Context: an optimization exercise on an open-source flow, tuned for small area. The choices shown serve that exercise and are no tape-out recipe. In this exercise RTL edits were held to simulation tests only and were not proved equivalent to the original. Power and IR drop assume default switching activity.

[flow/flow/run.sh]
#!/bin/bash
# Standard layout with three changes: port buffers use the smallest buffer,
# and the clock tree uses clkbuf_16 leaf buffers for clusters of 30 sinks and
# clkbuf_8 above them, without dummy loads.
set -euo pipefail
export BUFFER_PORTS_ARGS="-buffer_cell sky130_fd_sc_hd__buf_1"
export CTS_ARGS="-sink_clustering_enable -repair_clock_nets -buf_list sky130_fd_sc_hd__clkbuf_8 -sink_clustering_buffer sky130_fd_sc_hd__clkbuf_16 -sink_clustering_size 30 -sink_clustering_max_diameter 60 -dont_use_dummy_load"
bash standard.sh > standard.log 2>&1
[flow/standard.sh]
#!/bin/bash
# synth_recipe.tcl (not shown) runs the flow's synth.tcl, then flattens the netlist and writes it again
# the make line also repeats each setting of config.mk as NAME=value (left out here)
make -C /OpenROAD-flow-scripts/flow DESIGN_CONFIG=/design/flow/config.mk WORK_HOME=/design/flow/orfs CLKGATE_MAP_FILE= SYNTH_SCRIPT=/design/flow/synth_recipe.tcl "${@:-finish}"
[flow/config.mk]
export PLATFORM = sky130hd
export DESIGN_NAME = jpeg_header_parser
export DESIGN_NICKNAME = jpeg_header_parser
export VERILOG_FILES = /design/flow/design.v
export SDC_FILE = /design/flow/constraint.sdc
export NUM_CORES = 4
export LEC_CHECK = 0
export CAP_MARGIN = 20
export CORE_MARGIN = 2
export CORE_UTILIZATION = 65
export GPL_TIMING_DRIVEN = 0
export PLACE_DENSITY = 0.78
export SETUP_SLACK_MARGIN = 0.3
export SLEW_MARGIN = 20
export SYNTH_HIERARCHICAL = 1
[flow/constraint.sdc]
create_clock -name core_clock -period 5.0 [get_ports {clk}]
set_input_delay 1.0000 -clock core_clock [delete_from_list [all_inputs] [get_ports {clk}]]
set_output_delay 1.0000 -clock core_clock [all_outputs]
set_load 0.01 [all_outputs]
[flow/design.v]
`timescale 1ns/1ns
package jhp_pkg;
    typedef logic [8-1:0]               byte_t;
    typedef logic [15:0]                          seg_len_t;   
    typedef logic [15:0]                          dim_t;       
    typedef logic [3:0]                           ncomp_t;
    typedef logic [3:0]                           samp_t;      
    typedef logic [$clog2(2)-1:0]       qt_id_t;
    typedef logic [$clog2(64)-1:0]   qt_idx_t;
    typedef logic [1:0]                           comp_idx_t;
    typedef enum logic [2:0] {
        HUNT, MARKER_ID, LEN_HI, LEN_LO, BODY
    } scan_state_t;
    typedef enum logic [3:0] {
        SOF_PREC, SOF_H_HI, SOF_H_LO, SOF_W_HI, SOF_W_LO, SOF_NCOMP,
        SOF_C_ID, SOF_C_SAMP, SOF_C_QT, SOF_TAIL,
        DQT_INFO, DQT_READ, SOS_BODY, IGNORE
    } seg_state_t;
endpackage
`timescale 1ns/1ns
module qt_rd_mux (
    input  logic [1023:0] ring,
    input  logic [127:0]  rsel,
    output logic [7:0]    qt_rd_data
);
    for (genvar i = 0; i < 8; i++) begin : g_bit
        logic [41:0] l1;     
        for (genvar g = 0; g < 42; g++) begin : g_l1
            jhp_aoi222 u (
                .a0(ring[8*(3*g)   + i]), .s0(rsel[3*g]),
                .a1(ring[8*(3*g+1) + i]), .s1(rsel[3*g+1]),
                .a2(ring[8*(3*g+2) + i]), .s2(rsel[3*g+2]),
                .y (l1[g]));
        end
        jhp_or_tail u_or (
            .l1(l1[41:0]),
            .a0(ring[8*126 + i]), .s0(rsel[126]),
            .a1(ring[8*127 + i]), .s1(rsel[127]),
            .y (qt_rd_data[i]));
    end
endmodule
module jhp_aoi222 (
    input  logic a0, s0, a1, s1, a2, s2,
    output logic y
);
    assign y = ~((a0 & s0) | (a1 & s1) | (a2 & s2));
endmodule
module jhp_or_tail (
    input  logic [41:0] l1,
    input  logic        a0, s0, a1, s1,
    output logic        y
);
    assign y = ~&l1 | (a0 & s0) | (a1 & s1);
endmodule
`timescale 1ns/1ns
module jpeg_header_parser (
    input  logic                       clk,
    input  logic                       rst_n,
    input  logic                       byte_valid,
    input  logic [7:0]                 byte_in,
    output logic                       byte_credit,
    output logic [15:0]                img_height,
    output logic [15:0]                img_width,
    output logic [3:0]                 num_components,
    output logic [3*4-1:0] comp_h_samp,      
    output logic [3*4-1:0] comp_v_samp,      
    output logic [3-1:0]   comp_quant_id,    
    output logic                       start_scan,
    input  logic                       qt_rd_table,
    input  logic [5:0]                 qt_rd_index,
    output logic [7:0]                 qt_rd_data
);
    localparam int NRING = 16;           
    logic [7:0] fmem [4];
    logic [2:0] wr_ptr, rd_ptr;      
    logic       avail, pop;
    logic [7:0] b;
    assign avail       = (wr_ptr != rd_ptr);
    assign b           = fmem[rd_ptr[1:0]];
    assign byte_credit = pop;
    always_ff @(posedge clk) begin
        if (byte_valid)
            fmem[wr_ptr[1:0]] <= byte_in;
    end
    always_ff @(posedge clk or negedge rst_n) begin
        if (!rst_n) begin
            wr_ptr <= '0;
            rd_ptr <= '0;
        end else begin
            if (byte_valid)
                wr_ptr <= wr_ptr + 3'd1;
            if (pop)
                rd_ptr <= rd_ptr + 3'd1;
        end
    end
    localparam logic [2:0] HUNT = 3'd0, MID = 3'd1, LHI = 3'd2, LLO = 3'd3, BODY = 3'd4;
    localparam logic [1:0] SG_OTH = 2'd0, SG_SOF = 2'd1, SG_DQT = 2'd2, SG_SOS = 2'd3;
    logic [2:0]  fst;
    logic [15:0] rem;            
    logic [1:0]  seg;
    logic [5:0]  cnt;            
    logic        info;           
    logic        keep;           
    logic        tbl;            
    logic        clr;            
    logic [2:0]  m;              
    logic        in_body, last, standalone;
    logic        is_sof, is_dqt;
    logic        do_write, aligned, wr_en;
    assign in_body    = (fst == BODY);
    assign last       = (rem == 16'd3);
    assign standalone = (b == 8'h00) || (b == 8'h01) || (b[7:4] == 4'hD && b[3:0] <= 4'd9);
    assign is_sof     = in_body && (seg == SG_SOF);
    assign is_dqt     = in_body && (seg == SG_DQT);
    assign do_write   = is_dqt && !info && keep;
    assign aligned    = (cnt[2:0] + m == 3'd0);       
    assign pop        = avail && !start_scan && (!do_write || aligned);
    always_ff @(posedge clk or negedge rst_n) begin
        if (!rst_n) begin
            fst        <= HUNT;
            start_scan <= 1'b0;
            clr        <= 1'b1;
            m          <= '0;
        end else begin
            clr <= 1'b0;
            m   <= m - 3'd1;
            if (pop) begin
                case (fst)
                    HUNT: if (b == 8'hFF) fst <= MID;
                    MID: begin
                        if (standalone)       fst <= HUNT;
                        else if (b != 8'hFF)  fst <= LHI;
                    end
                    LHI: fst <= LLO;
                    LLO: fst <= (rem[15:8] != 8'd0 || b > 8'd2) ? BODY : HUNT;
                    default: begin
                        if (last) begin
                            fst <= HUNT;
                            if (seg == SG_SOS)
                                start_scan <= 1'b1;      
                        end
                    end
                endcase
            end
        end
    end
    always_ff @(posedge clk) begin
        if (pop) begin
            case (fst)
                MID: begin
                    case (b)
                        8'hC0: seg <= SG_SOF;
                        8'hDB:  seg <= SG_DQT;
                        8'hDA:  seg <= SG_SOS;
                        default:      seg <= SG_OTH;
                    endcase
                end
                LHI: rem[15:8] <= b;
                LLO: begin
                    rem[7:0] <= b;
                    cnt      <= '0;
                    info     <= 1'b1;
                end
                BODY: begin
                    rem <= rem - 16'd1;
                    if (seg == SG_SOF) begin
                        if (cnt[3:0] != 4'd15)
                            cnt <= cnt + 6'd1;
                    end else if (seg == SG_DQT) begin
                        if (info) begin
                            info <= 1'b0;
                            keep <= (b[3:1] == 3'd0);
                            tbl  <= b[0];
                        end else begin
                            cnt <= cnt + 6'd1;
                            if (cnt == 6'd63)
                                info <= 1'b1;
                        end
                    end
                end
                default: ;
            endcase
        end
    end
    logic [7:0] fb;
    logic       sof_pop;
    assign fb      = clr ? 8'h00 : b;
    assign sof_pop = pop && is_sof;
    always_ff @(posedge clk) begin
        if (clr || (sof_pop && cnt[3:0] == 4'd1)) img_height[15:8] <= fb;
        if (clr || (sof_pop && cnt[3:0] == 4'd2)) img_height[7:0]  <= fb;
        if (clr || (sof_pop && cnt[3:0] == 4'd3)) img_width[15:8]  <= fb;
        if (clr || (sof_pop && cnt[3:0] == 4'd4)) img_width[7:0]   <= fb;
        if (clr || (sof_pop && cnt[3:0] == 4'd5)) num_components   <= fb[3:0];
        for (int c = 0; c < 3; c++) begin
            if (clr || (sof_pop && cnt[3:0] == 4'(7 + 3*c) && num_components > 4'(c))) begin
                comp_h_samp[4*c +: 4] <= fb[7:4];
                comp_v_samp[4*c +: 4] <= fb[3:0];
            end
            if (clr || (sof_pop && cnt[3:0] == 4'(8 + 3*c) && num_components > 4'(c)))
                comp_quant_id[c] <= fb[0];
        end
    end
    logic [7:0] ring [NRING][8];
    logic [3:0] wring;
    assign wr_en = pop && do_write;
    assign wring = {tbl, cnt[5:3]};
    always_ff @(posedge clk) begin
        for (int j = 0; j < NRING; j++) begin
            for (int p = 1; p < 8; p++)
                ring[j][p-1] <= ring[j][p];
            ring[j][7] <= (wr_en && wring == 4'(j)) ? b : ring[j][0];
        end
    end
    logic [7:0]      lsel;
    logic [15:0]     hsel;
    logic [127:0]    rsel;
    logic [1023:0]   rflat;
    logic [7:0]      rdata;
    always_comb begin
        for (int p = 0; p < 8; p++)
            lsel[p] = (qt_rd_index[2:0] == 3'(p) - m);
        hsel = '0;
        hsel[{qt_rd_table, qt_rd_index[5:3]}] = 1'b1;
        for (int j = 0; j < NRING; j++)
            for (int p = 0; p < 8; p++) begin
                rsel[8*j+p]          = hsel[j] & lsel[p];
                rflat[8*(8*j+p) +: 8] = ring[j][p];
            end
    end
    qt_rd_mux qt_rd_mux_inst (.ring(rflat), .rsel, .qt_rd_data(rdata));
    always_ff @(posedge clk) qt_rd_data <= rdata;
endmodule
==> results.txt <==
- Max Transition Viols Final: 0
- Largest family of logic cells by synthesized area: compound AO/OA/AOI/OAI gates
- Crit end category: flop
- Total GRT Usage: 0.3293
- Crit Path Max Fanout: 10
- Wirelength per Cell: 26.99 um
- Post-DP HPWL: 62,700 um
- Routability cong.: 0.9736
- Clock skew: 0.06159 ns
- Most numerous cell in the Yosys netlist: dfxtp_1
- Status: complete, no violations
- Main synth FF type: dfxtp_1
- Slew @ Worst Pin: 1.211 ns
- Crit path launch type: flop
- CTS buffer count: 50
- Clock net sink count: 1,168
- Adder-cell share of the synthesized area: 0.007434
- Post-synthesis cell area: 32,990 um2
- Via density: 6.812
- Pleak: 12.56 nW
- CTS max path bufs: 3
- Final period utilization: 0.9220
- Max transition margin: 0.1925
- Register area share after synthesis: 0.7480
- # rows: 82
- Final setup fails: 0
- Netlist cell types: 56
- Clock slew at reported path FFs: 0.11 ns
- Crit Path Class: reg2reg
- Most area-consuming cells after synthesis: dfxtp_1 (63%), edfxtp_1 (11%), a222oi_1 (10%)
- Setup TNS: 0 ns
- Synth area leader: dfxtp_1
- Post-synthesis mux area share: 0.01054
- Syn_nets: 2,459
- Worst-Skew Late Latency: 0.78 ns
- Vias in the first global route: 21.66k
- RSZ-0062 raised after global routing: false
- Initial antenna violation count: 2
- WP data required: 5.62 ns
- Reg area: 24,670 um2
- Compound-Gate Fraction of Synth Area: 0.1350
- Worst Hold Class: in2async
- Nets: 2,602
- # DRC: 0
- Post-synth EDFFs: 122
- Root Driver: clkbuf_8
- Buffers on Ports: 90
- CP arrival: 5.23 ns
- Die H: 229.3 um
- FF+latch count, synth: 1,168
- Fillers: 3,398
- Initial Util: 0.6575
- Pwr per Cell Area: 475.0 nW/um2
- Layout cells sized above 1: 0.03629
- Synth Area in Simple Gates: 0.08181
- Global-route wire length before repair: 131,200 um
- P&R area growth vs syn: 7.532%
- Setup ws final: 0.3898 ns
- Hold Vio Cnt, Final: 0
- Largest net degree at the start of global routing: 31
- Async SR Flop Fraction: 0.01199
- Min cycle time layout: 4.610 ns
- Maximum vdd ir drop: 0.5463 mV
- Syn Inst Count: 2,422
- I/O pin count: 91
- GR Overflow Total: 0
- Multi-input gate area in the final layout: 8118 um2
- Top cell type's share of synthesized area: 0.6263
- Final wirelength: 87,410 um
- Die area: 52,570 um2
- TritonCTS clock tree: built
- Post-synthesis area per instance: 13.62 um2
- Post-place setup slack: -0.7006 ns
- DR pass1 iterations: 12
- Htree depth: 2
- DR iter-0 viols: 3,668
- Max Clk Rate: 216.9 MHz
- Post-Synth XOR/XNOR Area: 0.008951
- Ys Warns: 8
- Core Box Area: 50,170 um2
- Most frequent cells after synthesis: dfxtp_1 (1,032), a222oi_1 (336), nand2_1 (188)
- Via Count: 22.07k
- Routed Antenna Nets: 0
- MaxCap Viol Count: 0
- Chip Width: 229.3 um
-- layout make-up --
class	instances	area share
Antenna cell	4	0.0002822
Buffer	47	0.005961
Clock buffer	50	0.03368
Inverter	19	0.002010
Multi-Input combinational cell	1188	0.2288
Sequential cell	1168	0.6956
Tap cell	672	0.02370
Timing Repair Buffer	91	0.009946
-- per-module statistics from Yosys (local to each module, per instance), excerpt --
module / area [um2] / flops+latches / cells / times used
jhp_aoi222: 10.01 / 0 / 1 / 336
jhp_or_tail: 97.59 / 0 / 16 / 8
jpeg_header_parser: 28850 / 1168 / 1958 / 1
-- critical path, cell delays in order, from the launching register on --
cell and delay [ns]:
dfrtp_1 0.49, inv_1 0.08, ha_1 0.32, xor2_1 0.18
nor2b_1 0.16, nand2b_1 0.09, clkbuf_1 0.49, clkbuf_2 0.53
nor2_1 0.26, a222oi_1 0.89, nand4_1 0.27, nor4_4 0.53
nand4_1 0.21
-- cells in the final DEF, fill, tap and decap left out, drive strengths merged, types with 11 or more instances in the layout --
cell    Yosys  routed
nor4       23      23
o21ai     141     141
nor3       20      20
nand2b     11      11
xnor2      18      18
dfxtp    1032    1032
buf         7      98
clkbuf     40      89
nand4     106     106
edfxtp    122     122
nor2      178     178
a21o       11      11
nand3      13      13
mux2i      19      19
a21oi      15      15
inv        19      19
xor2       13      13
nand2     188     188
dfrtp      13      13
ha         18      18
a222oi    336     336
-- where the power goes --
group	internal [mW]	total, mW	switching, mW
sequential	9.95	10.2	0.208
combinational	0.607	2.37	1.77
clock	1.68	4.32	2.63
-- layer usage --
layer / up-vias / wire length [um] / GRT usage
li1: 9662 / - / -
met1: 10860 / 33360 / 0.4248
met2: 1290 / 40510 / 0.5272
met3: 254 / 8486 / 0.06648
met4: 0 / 5043 / 0.1769
met5: - / 0 / 0
-- cells by family (layout without fill, tap and decap cells) --
logic type,count (synthesis),in the layout
simple gates,575,575
fa+ha+maj,19,19
flops,1168,1168
compound gates,531,531
other cells,1,5
buf+inv,66,207
mux,30,30
xor+xnor,32,32
-- path summary, 6_finish.rpt --
| path | to | slack [ns] | cells after the start | from |
|---|---|---|---|---|
| max | qt_rd_data[5] | 0.39 | 12 | m[1] |
| min in group core_clock | ring[98][7] | 0.32 | 0 | ring[99][7] |
| max reg2reg | qt_rd_data[5] | 0.39 | 12 | m[1] |
| max in group asynchronous | m[0] | 4.08 | 1 | rst_n |
| min | rd_ptr[0] | 0.32 | 1 | rst_n |
| min reg2reg | ring[98][7] | 0.32 | 0 | ring[99][7] |
-- flip-flops by register name, summed over array words and instances (netlist names), 4 cells and up --
signal          cells
cnt                 6
comp_h_samp        12
comp_v_samp        12
fmem               32
img_height         16
img_width          16
num_components      4
qt_rd_data          8
rem                16
ring             1024
-- what timing repair did --
item / 4_1_cts / 5_1_grt
gates resized for setup: 11 / 4
endpoints found under the setup margin: 8 / 2
buffers inserted: 0 / 0
gates cloned: 0 / 0
hold buffers: 0 / 0
hold endpoints to repair: 0 / 0
-- per-stage QoR --
step / total power, mW / instances / cell area [um2] / utilization / hold slack, ns
final: 16.85 / 3239 / 35470 / 0.7071 / 0.3178
after floorplan: 11.65 / 2422 / 32990 / - / 0.3305
after detailed placement: 12.67 / 3185 / 34200 / 0.6817 / 0.3363
after CTS: 16.81 / 3235 / 35440 / 0.7064 / 0.3174
after global placement: 12.57 / 3184 / 34170 / 0.6810 / 0.3322
after global routing: 17.36 / 3236 / 35470 / 0.7069 / 0.3249

[afterwards: timing with drivers on the ports]
In the flow no input, the clock included, has a driving cell. The finished layout below was timed again as built, in two steps.
Step 1 sets driving cells, clkbuf_16 on the clock port and buf_2 on the other inputs (assumed; they add their load-dependent delay and slew).
Step 2 also shifts input and output timing later by t, the mid clock arrival at the registers, as if the neighbouring blocks saw the same clock.
a / b / c = no drivers / after step 1 / after step 2; a / b = the first two.
t, ns: 0.806
setup WS [ns]: 0.390 / 0.390 / -0.342
hold WS [ns]: 0.318 / 0.303 / 0.318
clock arrival spread, ns: 0.062 / 0.062
cell pins on the clock port's net: 1
With both steps, setup timing fails in this run, where it was met with ideal ports. The setup slack of this run moves by 0.000 ns with the drivers and by -0.732 ns with both steps.
